Background: an optimization exercise with open tools, aiming at small area. Do not read the settings as production practice. The RTL was checked by simulation tests, not by an equivalence proof against the original design.

===== flow/config.mk =====
export PLATFORM = sky130hd
export DESIGN_NAME = cordic
export DESIGN_NICKNAME = cordic
export VERILOG_FILES = /design/flow/design.v
export SDC_FILE = /design/flow/constraint.sdc
export NUM_CORES = 4
export LEC_CHECK = 0
export CAP_MARGIN = 20
export CORE_MARGIN = 2
export CORE_UTILIZATION = 80
export CTS_BUF_LIST = sky130_fd_sc_hd__clkbuf_16
export CTS_CLUSTER_DIAMETER = 90
export CTS_CLUSTER_SIZE = 24
export SLEW_MARGIN = 20
export SYNTH_HIERARCHICAL = 1
export SYNTH_MINIMUM_KEEP_SIZE = 0

===== flow/constraint.sdc =====
create_clock -name core_clock -period 5.0 [get_ports {clk}]
set_input_delay 1.0000 -clock core_clock [delete_from_list [all_inputs] [get_ports {clk}]]
set_output_delay 1.0000 -clock core_clock [all_outputs]
set_load 0.01 [all_outputs]

===== flow/design.v =====
package cordic_pkg;
  localparam int PW_DEF      = 12;
  localparam int IW_DEF      = 31;
  localparam int OW_DEF      = 32;
  localparam int NSTAGES_DEF = 11;
  localparam int GUARD       = 3;
endpackage
module cc_xor (input logic a, input logic b, output logic y);
  assign y = a ^ b;
endmodule
module cc_xnor (input logic a, input logic b, output logic y);
  assign y = ~(a ^ b);
endmodule
module cc_nand (input logic a, input logic b, output logic y);
  assign y = ~(a & b);
endmodule
module cc_nand2b (input logic an, input logic b, output logic y);
  assign y = ~(~an & b);
endmodule
module cc_fa (input logic a, input logic b, input logic c, output logic s, output logic co);
  assign s  = a ^ b ^ c;
  assign co = (a & (b | c)) | (b & c);
endmodule
module cordic_add #(parameter int N = 18, parameter bit INVB = 1'b0, parameter int NFA = 0) (
  input  logic [N-1:0] a,
  input  logic [N-1:0] b,
  input  logic         ci,
  output logic [N-1:0] s,
  output logic         co
);
  logic [N:0]   c;
  logic [N-1:0] bb;
  assign c[0] = ci;
  assign bb = INVB ? ~b : b;
  for (genvar i = 0; i < N; i++) begin : g_bit
    if (i < NFA) begin : g_fa
      cc_fa u_fa (.a(a[i]), .b(bb[i]), .c(c[i]), .s(s[i]), .co(c[i+1]));
    end else begin : g_nand
      logic p, ng, t;
      if (INVB) begin : g_inv
        cc_xnor   u_p (.a(a[i]), .b(b[i]), .y(p));
        cc_nand2b u_g (.an(b[i]), .b(a[i]), .y(ng));
      end else begin : g_pos
        cc_xor    u_p (.a(a[i]), .b(b[i]), .y(p));
        cc_nand   u_g (.a(a[i]), .b(b[i]), .y(ng));
      end
      cc_nand u_t (.a(p), .b(c[i]), .y(t));
      cc_nand u_c (.a(ng), .b(t), .y(c[i+1]));
      cc_xor  u_s (.a(p), .b(c[i]), .y(s[i]));
    end
  end
  assign co = c[N];
endmodule
module cordic
#(
  parameter int PW      = cordic_pkg::PW_DEF,
  parameter int IW      = cordic_pkg::IW_DEF,
  parameter int OW      = cordic_pkg::OW_DEF,
  parameter int NSTAGES = cordic_pkg::NSTAGES_DEF
) (
  input  logic               clk,
  input  logic               reset,
  input  logic               enable,
  input  logic signed [30:0] i_xval,
  input  logic signed [30:0] i_yval,
  input  logic        [11:0] i_phase,
  output logic signed [31:0] o_xval,
  output logic signed [31:0] o_yval
);
  logic [3:0] cnt;
  always_ff @(posedge clk) begin
    if (reset) cnt <= '0;
    else if (enable && cnt != 4'd12) cnt <= cnt + 4'd1;
  end
  logic [31:0] ax, ay;
  logic [1:0]  aq;
  logic [9:0]  ap;
  logic        qd_x, qd_y, mi_x, mi_y;
  assign qd_x = (i_phase[11:10] == 2'd2);
  assign qd_y = (i_phase[11:10] == 2'd1);
  always_comb begin
    case ({i_phase[11:10], ~i_phase[9]})
      3'd0: {mi_x, mi_y} = 2'b01;
      3'd1: {mi_x, mi_y} = 2'b10;
      3'd2: {mi_x, mi_y} = 2'b11;
      3'd3: {mi_x, mi_y} = 2'b00;
      3'd4: {mi_x, mi_y} = 2'b10;
      3'd5: {mi_x, mi_y} = 2'b01;
      3'd6: {mi_x, mi_y} = 2'b00;
      3'd7: {mi_x, mi_y} = 2'b11;
      default: {mi_x, mi_y} = 2'b00;
    endcase
  end
  always_ff @(posedge clk) begin
    if (enable) begin
      ax <= ({i_xval[30], i_xval} - {31'd0, qd_x}) ^ {32{mi_x}};
      ay <= ({i_yval[30], i_yval} - {31'd0, qd_y}) ^ {32{mi_y}};
      aq <= i_phase[11:10];
      ap <= i_phase[9:0];
    end
  end
  logic        n1;
  logic        c_x, c_y, dx;
  logic signed [15:0] r1, r2;
  assign r1 = {2'b00, ap, 4'b0000} - 16'd8192;
  assign n1 = r1[15];
  assign r2 = n1 ? r1 + 16'sd4836 : r1 - 16'sd4836;
  always_comb begin
    case ({aq, n1})
      3'd0: {c_x, c_y, dx} = 3'b100;
      3'd1: {c_x, c_y, dx} = 3'b011;
      3'd2: {c_x, c_y, dx} = 3'b111;
      3'd3: {c_x, c_y, dx} = 3'b000;
      3'd4: {c_x, c_y, dx} = 3'b010;
      3'd5: {c_x, c_y, dx} = 3'b101;
      3'd6: {c_x, c_y, dx} = 3'b001;
      3'd7: {c_x, c_y, dx} = 3'b110;
      default: {c_x, c_y, dx} = 3'b000;
    endcase
  end
  logic [14:0] hxl, hyl, hyt;
  logic        hxc, hyc;
  cordic_add #(.NFA(4), .N(15), .INVB(1'b0)) u_p0xl (.a(ax[14:0]), .b(ay[14:0]), .ci(c_x), .s(hxl), .co(hxc));
  cordic_add #(.NFA(4), .N(15), .INVB(1'b1)) u_p0yl (.a(ax[14:0]), .b(ay[14:0]), .ci(c_y), .s(hyt), .co(hyc));
  assign hyl = hyt ^ {15{dx}};
  logic [17:3] xl1, yl1;   
  logic [17:2] xl2, yl2;   
  logic [17:0] xl [3:11];
  logic [17:0] yl [3:11];
  logic [16:0] xh [0:10];
  logic [16:0] yh [0:10];
  logic        cx [1:11];
  logic        cy [1:11];
  logic        nr [1:10];    
  logic        fd [2:11];    
  logic [11:0] rs1;   
  logic [0:0] dk2;   
  logic [10:0] rs2;   
  logic [1:0] dk3;   
  logic [9:0] rs3;   
  logic [2:0] dk4;   
  logic [7:0] rs4;   
  logic [4:0] dk5;   
  logic [3:0] dk6;   
  logic [2:0] dk7;   
  logic [1:0] dk8;   
  logic [0:0] dk9;   
  logic        m_dx;   
  always_ff @(posedge clk) begin
    if (enable) begin
      xl1 <= hxl;
      yl1 <= hyl;
      cx[1] <= hxc;
      cy[1] <= hyc;
      xh[0] <= ax[31:15];
      yh[0] <= ay[31:15];
      m_dx  <= dx;
      nr[1] <= n1;
      rs1   <= r2[13:2];
    end
  end
  logic [16:0] xh1n, yh1n;
  logic [16:0] yh1t;
  cordic_add #(.NFA(4), .N(17), .INVB(1'b0)) u_p0xh (.a(xh[0]), .b(yh[0]), .ci(cx[1]), .s(xh1n), .co());
  cordic_add #(.NFA(4), .N(17), .INVB(1'b1)) u_p0yh (.a(xh[0]), .b(yh[0]), .ci(cy[1]), .s(yh1t), .co());
  assign yh1n = yh1t ^ {17{m_dx}};
  logic [17:2] xl1s, yl1s, xl1a, yl1n;
  logic        xl1c, yl1c;
  assign xl1s = {xh1n[0], xl1[17:3]};
  assign yl1s = {yh1n[0], yl1[17:3]};
  cordic_add #(.NFA(4), .N(16), .INVB(1'b1)) u_xl1 (.a({xl1, nr[1]}), .b(yl1s), .ci(1'b1), .s(xl1a), .co(xl1c));
  cordic_add #(.NFA(4), .N(16), .INVB(1'b0)) u_yl1 (.a({yl1, 1'b0}), .b(xl1s), .ci(nr[1]), .s(yl1n), .co(yl1c));
  logic signed [13:0] rv1_2;
  assign rv1_2 = {rs1, 2'd0};
  logic signed [14:0] rv1_3;
  assign rv1_3 = rv1_2[13] ? rv1_2 + 15'sd2555 : rv1_2 - 15'sd2555;
  logic signed [15:0] rv1_4;
  assign rv1_4 = rv1_3[14] ? rv1_3 + 16'sd1297 : rv1_3 - 16'sd1297;
  logic nn1, ff1;
  assign nn1 = rv1_2[13];
  assign ff1 = nr[1] ^ nn1;
  always_ff @(posedge clk) begin
    if (enable) begin
      xl2 <= xl1a ^ {16{ff1}};
      yl2 <= yl1n;
      cx[2] <= xl1c;
      cy[2] <= yl1c;
      xh[1] <= xh1n;
      yh[1] <= yh1n;
      fd[2] <= ff1;
      nr[2] <= nn1;
      dk2 <= {rv1_3[14]};
      rs2 <= rv1_4[11:1];
    end
  end
  logic [16:0] xh2n, yh2n, xh2s, yh2s, xh2a;
  logic signed [16:0] xh2q, yh2q;
  assign xh2q = xh[1];
  assign yh2q = yh[1];
  assign xh2s = xh2q >>> 1;
  assign yh2s = yh2q >>> 1;
  cordic_add #(.NFA(4), .N(17), .INVB(1'b1)) u_xh2 (.a(xh[1]), .b(yh2s), .ci(cx[2]), .s(xh2a), .co());
  cordic_add #(.NFA(4), .N(17), .INVB(1'b0)) u_yh2 (.a(yh[1]), .b(xh2s), .ci(cy[2]), .s(yh2n), .co());
  assign xh2n = xh2a ^ {17{fd[2]}};
  logic [17:0] xl2s, yl2s, xl2a, yl2n;
  logic        xl2c, yl2c;
  assign xl2s = {xh2n[1:0], xl2};
  assign yl2s = {yh2n[1:0], yl2};
  cordic_add #(.NFA(4), .N(18), .INVB(1'b1)) u_xl2 (.a({xl2, {2{nr[2]}}}), .b(yl2s), .ci(1'b1), .s(xl2a), .co(xl2c));
  cordic_add #(.NFA(4), .N(18), .INVB(1'b0)) u_yl2 (.a({yl2, 2'b00}), .b(xl2s), .ci(nr[2]), .s(yl2n), .co(yl2c));
  logic signed [11:0] rv2_4;
  assign rv2_4 = {rs2, 1'd0};
  logic signed [12:0] rv2_5;
  assign rv2_5 = rv2_4[11] ? rv2_4 + 13'sd651 : rv2_4 - 13'sd651;
  logic signed [13:0] rv2_6;
  assign rv2_6 = rv2_5[12] ? rv2_5 + 14'sd326 : rv2_5 - 14'sd326;
  logic nn2, ff2;
  assign nn2 = dk2[0];
  assign ff2 = nr[2] ^ nn2;
  always_ff @(posedge clk) begin
    if (enable) begin
      xl[3] <= xl2a ^ {18{ff2}};
      yl[3] <= yl2n;
      cx[3] <= xl2c;
      cy[3] <= yl2c;
      xh[2] <= xh2n;
      yh[2] <= yh2n;
      fd[3] <= ff2;
      nr[3] <= nn2;
      dk3 <= {rv2_5[12], rv2_4[11]};
      rs3 <= rv2_6[9:0];
    end
  end
  logic [16:0] xh3n, yh3n, xh3s, yh3s, xh3a;
  logic signed [16:0] xh3q, yh3q;
  assign xh3q = xh[2];
  assign yh3q = yh[2];
  assign xh3s = xh3q >>> 2;
  assign yh3s = yh3q >>> 2;
  cordic_add #(.NFA(4), .N(17), .INVB(1'b1)) u_xh3 (.a(xh[2]), .b(yh3s), .ci(cx[3]), .s(xh3a), .co());
  cordic_add #(.NFA(4), .N(17), .INVB(1'b0)) u_yh3 (.a(yh[2]), .b(xh3s), .ci(cy[3]), .s(yh3n), .co());
  assign xh3n = xh3a ^ {17{fd[3]}};
  logic [17:0] xl3s, yl3s, xl3a, yl3n;
  logic        xl3c, yl3c;
  assign xl3s = {xh3n[2:0], xl[3][17:3]};
  assign yl3s = {yh3n[2:0], yl[3][17:3]};
  cordic_add #(.NFA(4), .N(18), .INVB(1'b1)) u_xl3 (.a(xl[3]), .b(yl3s), .ci(1'b1), .s(xl3a), .co(xl3c));
  cordic_add #(.NFA(4), .N(18), .INVB(1'b0)) u_yl3 (.a(yl[3]), .b(xl3s), .ci(nr[3]), .s(yl3n), .co(yl3c));
  logic signed [9:0] rv3_6;
  assign rv3_6 = rs3;
  logic signed [10:0] rv3_7;
  assign rv3_7 = rv3_6[9] ? rv3_6 + 11'sd163 : rv3_6 - 11'sd163;
  logic signed [11:0] rv3_8;
  assign rv3_8 = rv3_7[10] ? rv3_7 + 12'sd81 : rv3_7 - 12'sd81;
  logic nn3, ff3;
  assign nn3 = dk3[0];
  assign ff3 = nr[3] ^ nn3;
  always_ff @(posedge clk) begin
    if (enable) begin
      xl[4] <= xl3a ^ {18{ff3}};
      yl[4] <= yl3n;
      cx[4] <= xl3c;
      cy[4] <= yl3c;
      xh[3] <= xh3n;
      yh[3] <= yh3n;
      fd[4] <= ff3;
      nr[4] <= nn3;
      dk4 <= {rv3_7[10], rv3_6[9], dk3[1]};
      rs4 <= rv3_8[7:0];
    end
  end
  logic [16:0] xh4n, yh4n, xh4s, yh4s, xh4a;
  logic signed [16:0] xh4q, yh4q;
  assign xh4q = xh[3];
  assign yh4q = yh[3];
  assign xh4s = xh4q >>> 3;
  assign yh4s = yh4q >>> 3;
  cordic_add #(.NFA(4), .N(17), .INVB(1'b1)) u_xh4 (.a(xh[3]), .b(yh4s), .ci(cx[4]), .s(xh4a), .co());
  cordic_add #(.NFA(4), .N(17), .INVB(1'b0)) u_yh4 (.a(yh[3]), .b(xh4s), .ci(cy[4]), .s(yh4n), .co());
  assign xh4n = xh4a ^ {17{fd[4]}};
  logic [17:0] xl4s, yl4s, xl4a, yl4n;
  logic        xl4c, yl4c;
  assign xl4s = {xh4n[3:0], xl[4][17:4]};
  assign yl4s = {yh4n[3:0], yl[4][17:4]};
  cordic_add #(.NFA(4), .N(18), .INVB(1'b1)) u_xl4 (.a(xl[4]), .b(yl4s), .ci(1'b1), .s(xl4a), .co(xl4c));
  cordic_add #(.NFA(4), .N(18), .INVB(1'b0)) u_yl4 (.a(yl[4]), .b(xl4s), .ci(nr[4]), .s(yl4n), .co(yl4c));
  logic signed [7:0] rv4_8;
  assign rv4_8 = rs4;
  logic signed [8:0] rv4_9;
  assign rv4_9 = rv4_8[7] ? rv4_8 + 9'sd41 : rv4_8 - 9'sd41;
  logic signed [9:0] rv4_10;
  assign rv4_10 = rv4_9[8] ? rv4_9 + 10'sd20 : rv4_9 - 10'sd20;
  logic nn4, ff4;
  assign nn4 = dk4[0];
  assign ff4 = nr[4] ^ nn4;
  always_ff @(posedge clk) begin
    if (enable) begin
      xl[5] <= xl4a ^ {18{ff4}};
      yl[5] <= yl4n;
      cx[5] <= xl4c;
      cy[5] <= yl4c;
      xh[4] <= xh4n;
      yh[4] <= yh4n;
      fd[5] <= ff4;
      nr[5] <= nn4;
      dk5 <= {rv4_10[9], rv4_9[8], rv4_8[7], dk4[2], dk4[1]};
    end
  end
  logic [16:0] xh5n, yh5n, xh5s, yh5s, xh5a;
  logic signed [16:0] xh5q, yh5q;
  assign xh5q = xh[4];
  assign yh5q = yh[4];
  assign xh5s = xh5q >>> 4;
  assign yh5s = yh5q >>> 4;
  cordic_add #(.NFA(4), .N(17), .INVB(1'b1)) u_xh5 (.a(xh[4]), .b(yh5s), .ci(cx[5]), .s(xh5a), .co());
  cordic_add #(.NFA(4), .N(17), .INVB(1'b0)) u_yh5 (.a(yh[4]), .b(xh5s), .ci(cy[5]), .s(yh5n), .co());
  assign xh5n = xh5a ^ {17{fd[5]}};
  logic [17:0] xl5s, yl5s, xl5a, yl5n;
  logic        xl5c, yl5c;
  assign xl5s = {xh5n[4:0], xl[5][17:5]};
  assign yl5s = {yh5n[4:0], yl[5][17:5]};
  cordic_add #(.NFA(4), .N(18), .INVB(1'b1)) u_xl5 (.a(xl[5]), .b(yl5s), .ci(1'b1), .s(xl5a), .co(xl5c));
  cordic_add #(.NFA(4), .N(18), .INVB(1'b0)) u_yl5 (.a(yl[5]), .b(xl5s), .ci(nr[5]), .s(yl5n), .co(yl5c));
  logic nn5, ff5;
  assign nn5 = dk5[0];
  assign ff5 = nr[5] ^ nn5;
  always_ff @(posedge clk) begin
    if (enable) begin
      xl[6] <= xl5a ^ {18{ff5}};
      yl[6] <= yl5n;
      cx[6] <= xl5c;
      cy[6] <= yl5c;
      xh[5] <= xh5n;
      yh[5] <= yh5n;
      fd[6] <= ff5;
      nr[6] <= nn5;
      dk6 <= {dk5[4], dk5[3], dk5[2], dk5[1]};
    end
  end
  logic [16:0] xh6n, yh6n, xh6s, yh6s, xh6a;
  logic signed [16:0] xh6q, yh6q;
  assign xh6q = xh[5];
  assign yh6q = yh[5];
  assign xh6s = xh6q >>> 5;
  assign yh6s = yh6q >>> 5;
  cordic_add #(.NFA(4), .N(17), .INVB(1'b1)) u_xh6 (.a(xh[5]), .b(yh6s), .ci(cx[6]), .s(xh6a), .co());
  cordic_add #(.NFA(4), .N(17), .INVB(1'b0)) u_yh6 (.a(yh[5]), .b(xh6s), .ci(cy[6]), .s(yh6n), .co());
  assign xh6n = xh6a ^ {17{fd[6]}};
  logic [17:0] xl6s, yl6s, xl6a, yl6n;
  logic        xl6c, yl6c;
  assign xl6s = {xh6n[5:0], xl[6][17:6]};
  assign yl6s = {yh6n[5:0], yl[6][17:6]};
  cordic_add #(.NFA(4), .N(18), .INVB(1'b1)) u_xl6 (.a(xl[6]), .b(yl6s), .ci(1'b1), .s(xl6a), .co(xl6c));
  cordic_add #(.NFA(4), .N(18), .INVB(1'b0)) u_yl6 (.a(yl[6]), .b(xl6s), .ci(nr[6]), .s(yl6n), .co(yl6c));
  logic nn6, ff6;
  assign nn6 = dk6[0];
  assign ff6 = nr[6] ^ nn6;
  always_ff @(posedge clk) begin
    if (enable) begin
      xl[7] <= xl6a ^ {18{ff6}};
      yl[7] <= yl6n;
      cx[7] <= xl6c;
      cy[7] <= yl6c;
      xh[6] <= xh6n;
      yh[6] <= yh6n;
      fd[7] <= ff6;
      nr[7] <= nn6;
      dk7 <= {dk6[3], dk6[2], dk6[1]};
    end
  end
  logic [16:0] xh7n, yh7n, xh7s, yh7s, xh7a;
  logic signed [16:0] xh7q, yh7q;
  assign xh7q = xh[6];
  assign yh7q = yh[6];
  assign xh7s = xh7q >>> 6;
  assign yh7s = yh7q >>> 6;
  cordic_add #(.NFA(4), .N(17), .INVB(1'b1)) u_xh7 (.a(xh[6]), .b(yh7s), .ci(cx[7]), .s(xh7a), .co());
  cordic_add #(.NFA(4), .N(17), .INVB(1'b0)) u_yh7 (.a(yh[6]), .b(xh7s), .ci(cy[7]), .s(yh7n), .co());
  assign xh7n = xh7a ^ {17{fd[7]}};
  logic [17:0] xl7s, yl7s, xl7a, yl7n;
  logic        xl7c, yl7c;
  assign xl7s = {xh7n[6:0], xl[7][17:7]};
  assign yl7s = {yh7n[6:0], yl[7][17:7]};
  cordic_add #(.NFA(4), .N(18), .INVB(1'b1)) u_xl7 (.a(xl[7]), .b(yl7s), .ci(1'b1), .s(xl7a), .co(xl7c));
  cordic_add #(.NFA(4), .N(18), .INVB(1'b0)) u_yl7 (.a(yl[7]), .b(xl7s), .ci(nr[7]), .s(yl7n), .co(yl7c));
  logic nn7, ff7;
  assign nn7 = dk7[0];
  assign ff7 = nr[7] ^ nn7;
  always_ff @(posedge clk) begin
    if (enable) begin
      xl[8] <= xl7a ^ {18{ff7}};
      yl[8] <= yl7n;
      cx[8] <= xl7c;
      cy[8] <= yl7c;
      xh[7] <= xh7n;
      yh[7] <= yh7n;
      fd[8] <= ff7;
      nr[8] <= nn7;
      dk8 <= {dk7[2], dk7[1]};
    end
  end
  logic [16:0] xh8n, yh8n, xh8s, yh8s, xh8a;
  logic signed [16:0] xh8q, yh8q;
  assign xh8q = xh[7];
  assign yh8q = yh[7];
  assign xh8s = xh8q >>> 7;
  assign yh8s = yh8q >>> 7;
  cordic_add #(.NFA(4), .N(17), .INVB(1'b1)) u_xh8 (.a(xh[7]), .b(yh8s), .ci(cx[8]), .s(xh8a), .co());
  cordic_add #(.NFA(4), .N(17), .INVB(1'b0)) u_yh8 (.a(yh[7]), .b(xh8s), .ci(cy[8]), .s(yh8n), .co());
  assign xh8n = xh8a ^ {17{fd[8]}};
  logic [17:0] xl8s, yl8s, xl8a, yl8n;
  logic        xl8c, yl8c;
  assign xl8s = {xh8n[7:0], xl[8][17:8]};
  assign yl8s = {yh8n[7:0], yl[8][17:8]};
  cordic_add #(.NFA(4), .N(18), .INVB(1'b1)) u_xl8 (.a(xl[8]), .b(yl8s), .ci(1'b1), .s(xl8a), .co(xl8c));
  cordic_add #(.NFA(4), .N(18), .INVB(1'b0)) u_yl8 (.a(yl[8]), .b(xl8s), .ci(nr[8]), .s(yl8n), .co(yl8c));
  logic nn8, ff8;
  assign nn8 = dk8[0];
  assign ff8 = nr[8] ^ nn8;
  always_ff @(posedge clk) begin
    if (enable) begin
      xl[9] <= xl8a ^ {18{ff8}};
      yl[9] <= yl8n;
      cx[9] <= xl8c;
      cy[9] <= yl8c;
      xh[8] <= xh8n;
      yh[8] <= yh8n;
      fd[9] <= ff8;
      nr[9] <= nn8;
      dk9 <= {dk8[1]};
    end
  end
  logic [16:0] xh9n, yh9n, xh9s, yh9s, xh9a;
  logic signed [16:0] xh9q, yh9q;
  assign xh9q = xh[8];
  assign yh9q = yh[8];
  assign xh9s = xh9q >>> 8;
  assign yh9s = yh9q >>> 8;
  cordic_add #(.NFA(4), .N(17), .INVB(1'b1)) u_xh9 (.a(xh[8]), .b(yh9s), .ci(cx[9]), .s(xh9a), .co());
  cordic_add #(.NFA(4), .N(17), .INVB(1'b0)) u_yh9 (.a(yh[8]), .b(xh9s), .ci(cy[9]), .s(yh9n), .co());
  assign xh9n = xh9a ^ {17{fd[9]}};
  logic [17:0] xl9s, yl9s, xl9a, yl9n;
  logic        xl9c, yl9c;
  assign xl9s = {xh9n[8:0], xl[9][17:9]};
  assign yl9s = {yh9n[8:0], yl[9][17:9]};
  cordic_add #(.NFA(4), .N(18), .INVB(1'b1)) u_xl9 (.a(xl[9]), .b(yl9s), .ci(1'b1), .s(xl9a), .co(xl9c));
  cordic_add #(.NFA(4), .N(18), .INVB(1'b0)) u_yl9 (.a(yl[9]), .b(xl9s), .ci(nr[9]), .s(yl9n), .co(yl9c));
  logic nn9, ff9;
  assign nn9 = dk9[0];
  assign ff9 = nr[9] ^ nn9;
  always_ff @(posedge clk) begin
    if (enable) begin
      xl[10] <= xl9a ^ {18{ff9}};
      yl[10] <= yl9n;
      cx[10] <= xl9c;
      cy[10] <= yl9c;
      xh[9] <= xh9n;
      yh[9] <= yh9n;
      fd[10] <= ff9;
      nr[10] <= nn9;
    end
  end
  logic [16:0] xh10n, yh10n, xh10s, yh10s, xh10a;
  logic signed [16:0] xh10q, yh10q;
  assign xh10q = xh[9];
  assign yh10q = yh[9];
  assign xh10s = xh10q >>> 9;
  assign yh10s = yh10q >>> 9;
  cordic_add #(.NFA(4), .N(17), .INVB(1'b1)) u_xh10 (.a(xh[9]), .b(yh10s), .ci(cx[10]), .s(xh10a), .co());
  cordic_add #(.NFA(4), .N(17), .INVB(1'b0)) u_yh10 (.a(yh[9]), .b(xh10s), .ci(cy[10]), .s(yh10n), .co());
  assign xh10n = xh10a ^ {17{fd[10]}};
  logic [17:0] xl10s, yl10s, xl10a, yl10n;
  logic        xl10c, yl10c;
  assign xl10s = {xh10n[9:0], xl[10][17:10]};
  assign yl10s = {yh10n[9:0], yl[10][17:10]};
  cordic_add #(.NFA(4), .N(18), .INVB(1'b1)) u_xl10 (.a(xl[10]), .b(yl10s), .ci(1'b1), .s(xl10a), .co(xl10c));
  cordic_add #(.NFA(4), .N(18), .INVB(1'b0)) u_yl10 (.a(yl[10]), .b(xl10s), .ci(nr[10]), .s(yl10n), .co(yl10c));
  logic ff10;
  assign ff10 = nr[10];   
  always_ff @(posedge clk) begin
    if (enable) begin
      xl[11] <= xl10a ^ {18{ff10}};
      yl[11] <= yl10n;
      cx[11] <= xl10c;
      cy[11] <= yl10c;
      xh[10] <= xh10n;
      yh[10] <= yh10n;
      fd[11] <= ff10;
    end
  end
  logic [16:0] xh11s, yh11s, xh11a, xh11n, yh11n;
  logic signed [16:0] xh11q, yh11q;
  assign xh11q = xh[10];
  assign yh11q = yh[10];
  assign xh11s = xh11q >>> 10;
  assign yh11s = yh11q >>> 10;
  cordic_add #(.NFA(0), .N(17), .INVB(1'b1)) u_xh11 (.a(xh[10]), .b(yh11s), .ci(cx[11]), .s(xh11a), .co());
  cordic_add #(.NFA(0), .N(17), .INVB(1'b0)) u_yh11 (.a(yh[10]), .b(xh11s), .ci(cy[11]), .s(yh11n), .co());
  assign xh11n = xh11a ^ {17{fd[11]}};
  logic [15:0] rxl, ryl;
  logic [16:0] rxh, ryh;
  assign rxl = {1'b0, xl[11][17:3]} + {15'd0, xl[11][2]};
  assign ryl = {1'b0, yl[11][17:3]} + {15'd0, yl[11][2]};
  assign rxh = xh11n + {16'd0, rxl[15]};
  assign ryh = yh11n + {16'd0, ryl[15]};
  always_ff @(posedge clk) begin
    if (reset) begin
      o_xval <= '0;
      o_yval <= '0;
    end else if (enable) begin
      if (cnt == 4'd12) begin
        o_xval <= {rxh, rxl[14:0]};
        o_yval <= {ryh, ryl[14:0]};
      end else begin
        o_xval <= '0;
        o_yval <= '0;
      end
    end
  end
endmodule

===== flow/run.sh =====
#!/bin/bash
# synth_recipe.tcl (not shown) runs the flow's synth.tcl, then flattens the netlist and writes it again
# the make line also repeats each setting of config.mk as NAME=value (left out here)
make -C /OpenROAD-flow-scripts/flow DESIGN_CONFIG=/design/flow/config.mk WORK_HOME=/design/flow/orfs CLKGATE_MAP_FILE= SYNTH_SCRIPT=/design/flow/synth_recipe.tcl finish

==> out/results.md <==
## Timing
* 212.2 MHz — Fmax achieved
* 0 — number of pins exceeding their max-slew limit in the final report
* 0 — Final setup violation count
* 4.712 ns — time the final worst path needs with I/O delays and setup
* 0.9860 ns — actual transition at the worst max-transition pin
* false — setup repair after global routing missed its margin
* 0 — count of endpoints failing hold in the final timing report
* 0.03297 ns — clk_skew
* 0 ns — Sum Neg Setup Slack
* 34.05% — worst relative slew slack
* 94.25% — final clock period utilization by the worst path

## Worst setup path
* 0.50 ns — slowest stage delay, CP
* 5.08 ns — arrival time worst endpoint
* 3 — maximum fanout along the worst path
* flip-flop — kind of end point of the critical path
* 0 — Buffers & Inverters on Critical Path
* flip-flop — Setup crit start kind
* sky130_fd_sc_hd__nand2_1 — cell mode on critical path
* 0.29 ns — register-to-register setup slack
* 5.37 ns — required time at the worst-slack endpoint
* flip-flop to flip-flop — CP Class
* simple AND/OR/NAND/NOR gates — cell class contributing the biggest share of worst-path delay
* sky130_fd_sc_hd__edfxtp_1 — slowest cell on the critical path

## Placed design
* 140 — quantity of I/O buffers inserted on ports
* 86,390 um — sum of net half-perimeters after detailed placement
* 0.8660 — global placer's final weighted congestion

## CTS
* yes — clock tree from TritonCTS
* 47 — number of buffers inserted during clock tree synthesis
* 2 — deepest level of the CTS H-tree
* 0.09 ns — clock slew at reported path FFs
* 1,002 — Sink Count
* 3 — maximum clock insertion buffer count
* sky130_fd_sc_hd__clkbuf_16 — CTS root buffer
* 0.64 ns — later-pin clock latency in the skew report

## Drt
* 0 — number of remaining DRC errors
* 0 — number of nets with antenna violations after detailed routing
* 114,000 um — final wirelength
* 14 — length of the first detailed-routing pass in iterations
* 2,101 — DRC marker count from the first detailed-route iteration
* 17.05 um — Routed wire per std cell
* 5.613 — Via density
* 37,522 — vias

## Floorplan
* 77,920 sq um — area of the die
* 279.2 um — Die Span X
* 74,700 sq um — core area
* 279.2 um — vertical die dimension
* 141 — count of pins on the block boundary
* 100 — FP Rows
* 81.08% — Initial Utilization

## Worst hold path
* flip-flop to flip-flop — HP Class

## Synthesis
* 23 — number of warnings reported in the yosys synthesis log
* 60,570 sq um — post-synthesis cell area
* 5,537 — number of instances in the synthesized netlist
* 10.94 sq um — synthesized area per cell

## Cells and area
* 2.292% — share of layout cells above drive strength 1
* 6,017 — NumNets Final
* 3,774 — number of fill cells
* 6.931% — area growth from synthesis to layout
* 0 — ANT cells

## GRT
* 29.47% — global routing usage summed across all routing layers
* 0 — number of antenna violations at the first check in global routing
* 38,303 — number of global-route vias before repair
* 174 — maximum number of pins on one net before global-route repair
* 0 — total congestion overflow
* 183,600 um — first-pass GRT wire length

## Job
* 0 — Maximum Capacitance Violations

## Run status
* no timing/DRC/antenna violations — status

## placed cells by master (no fill, tap or decap), types with 19 or more instances in the layout
cell	n
sky130_fd_sc_hd__a21oi_1	49
sky130_fd_sc_hd__a22oi_1	54
sky130_fd_sc_hd__buf_4	34
sky130_fd_sc_hd__clkbuf_16	49
sky130_fd_sc_hd__clkdlybuf4s50_1	138
sky130_fd_sc_hd__dfxtp_1	68
sky130_fd_sc_hd__edfxtp_1	934
sky130_fd_sc_hd__fa_1	165
sky130_fd_sc_hd__ha_1	66
sky130_fd_sc_hd__inv_1	138
sky130_fd_sc_hd__nand2_1	1483
sky130_fd_sc_hd__nand2b_1	298
sky130_fd_sc_hd__nand3_1	31
sky130_fd_sc_hd__nor2_1	134
sky130_fd_sc_hd__nor3_1	29
sky130_fd_sc_hd__o21ai_1	19
sky130_fd_sc_hd__xnor2_1	641
sky130_fd_sc_hd__xor2_1	1140
## per-layer routing
| layer | GRT usage, % | vias up | part of all wire, % |
|---|---|---|---|
| li1 | - | 18348 | - |
| met1 | 31.24 | 17908 | 36 |
| met2 | 58.11 | 957 | 56 |
| met3 | 2.611 | 309 | 3.7 |
| met4 | 14.21 | 0 | 5.1 |
| met5 | 0 | - | 0 |
## area by class of cell
type | count | area (sq um) | share of cell area [%]
repair buffers | 180 | 1792 | 2.767
well taps | 969 | 1212 | 1.872
clock buffers | 49 | 1226 | 1.893
inverters | 142 | 533.0 | 0.8230
multi-input cells | 4331 | 30530 | 47.14
flip-flops and latches | 1002 | 29410 | 45.41
clock inverters | 12 | 60.06 | 0.09273
## worst paths after layout
path | start | cells after the start | to
min | ay[30]$_DFFE_PP_ | 0 | yh[0][15]$_DFFE_PP_
max reg2reg | xl[7][7]$_DFFE_PP_ | 31 | yl[8][17]$_DFFE_PP_
min reg2reg | ay[30]$_DFFE_PP_ | 0 | yh[0][15]$_DFFE_PP_
max | xl[7][7]$_DFFE_PP_ | 31 | yl[8][17]$_DFFE_PP_
## per-stage QoR
stage               hold slack, ns  setup WS, ns  cells  instance area (sq um)  util (%)
global route                0.4295     0.0009024   6685                  64760     86.70
finish                      0.4250        0.2876   6685                  64760     86.70
floorplan                   0.4003        0.7818   5548                  60610         -
detailed placement          0.4045        0.2724   6616                  63370     84.84
CTS                         0.4265        0.1474   6677                  64660     86.56
global placement            0.4001        0.5121   6616                  63370     84.84
## sequential cells by signal (all words and copies together) (netlist names), 7 cells and up
| signal | count |
|---|---|
| nr | 10 |
| yl1 | 15 |
| o_xval | 32 |
| xl2 | 16 |
| rs1 | 11 |
| yl2 | 16 |
| o_yval | 32 |
| cx | 11 |
| ay | 32 |
| ap | 10 |
| yh | 187 |
| yl | 160 |
| rs4 | 7 |
| rs2 | 11 |
| xl1 | 15 |
| xl | 160 |
| ax | 32 |
| cy | 11 |
| xh | 187 |
| fd | 10 |
| rs3 | 9 |
## repair_timing
action / 4_1_cts / 5_1_grt
endpoints found under the setup margin: 0 / 6
setup buffers: 0 / 7
hold buffers: 0 / 0
gates resized for setup: 0 / 6

==> port drivers added, routing unchanged <==
Ports are ideal in the flow. The routed layout listed here was re-timed in OpenROAD.
Step 1 (the two cells are an assumption about what drives the block):
set clk [get_ports {clk}]
set_driving_cell -lib_cell sky130_fd_sc_hd__clkbuf_16 $clk
set_driving_cell -lib_cell sky130_fd_sc_hd__buf_2 [delete_from_list [all_inputs] $clk]
Step 2 also shifts input and output timing later by t, the mid clock arrival at the registers, as if the neighbouring blocks saw the same clock.
Slacks: ideal ports / drivers / drivers and shift; pairs: ideal ports / drivers.
shift t [ns]: 0.685
setup WS [ns]: 0.288 / 0.288 / 0.288
worst setup path at the end: register to register
worst slew at a driven data input, ns: 0.06
After both steps setup and hold are still met in this run. For this run, drivers alone change the setup slack by 0.000 ns; drivers and shift together by 0.000 ns.
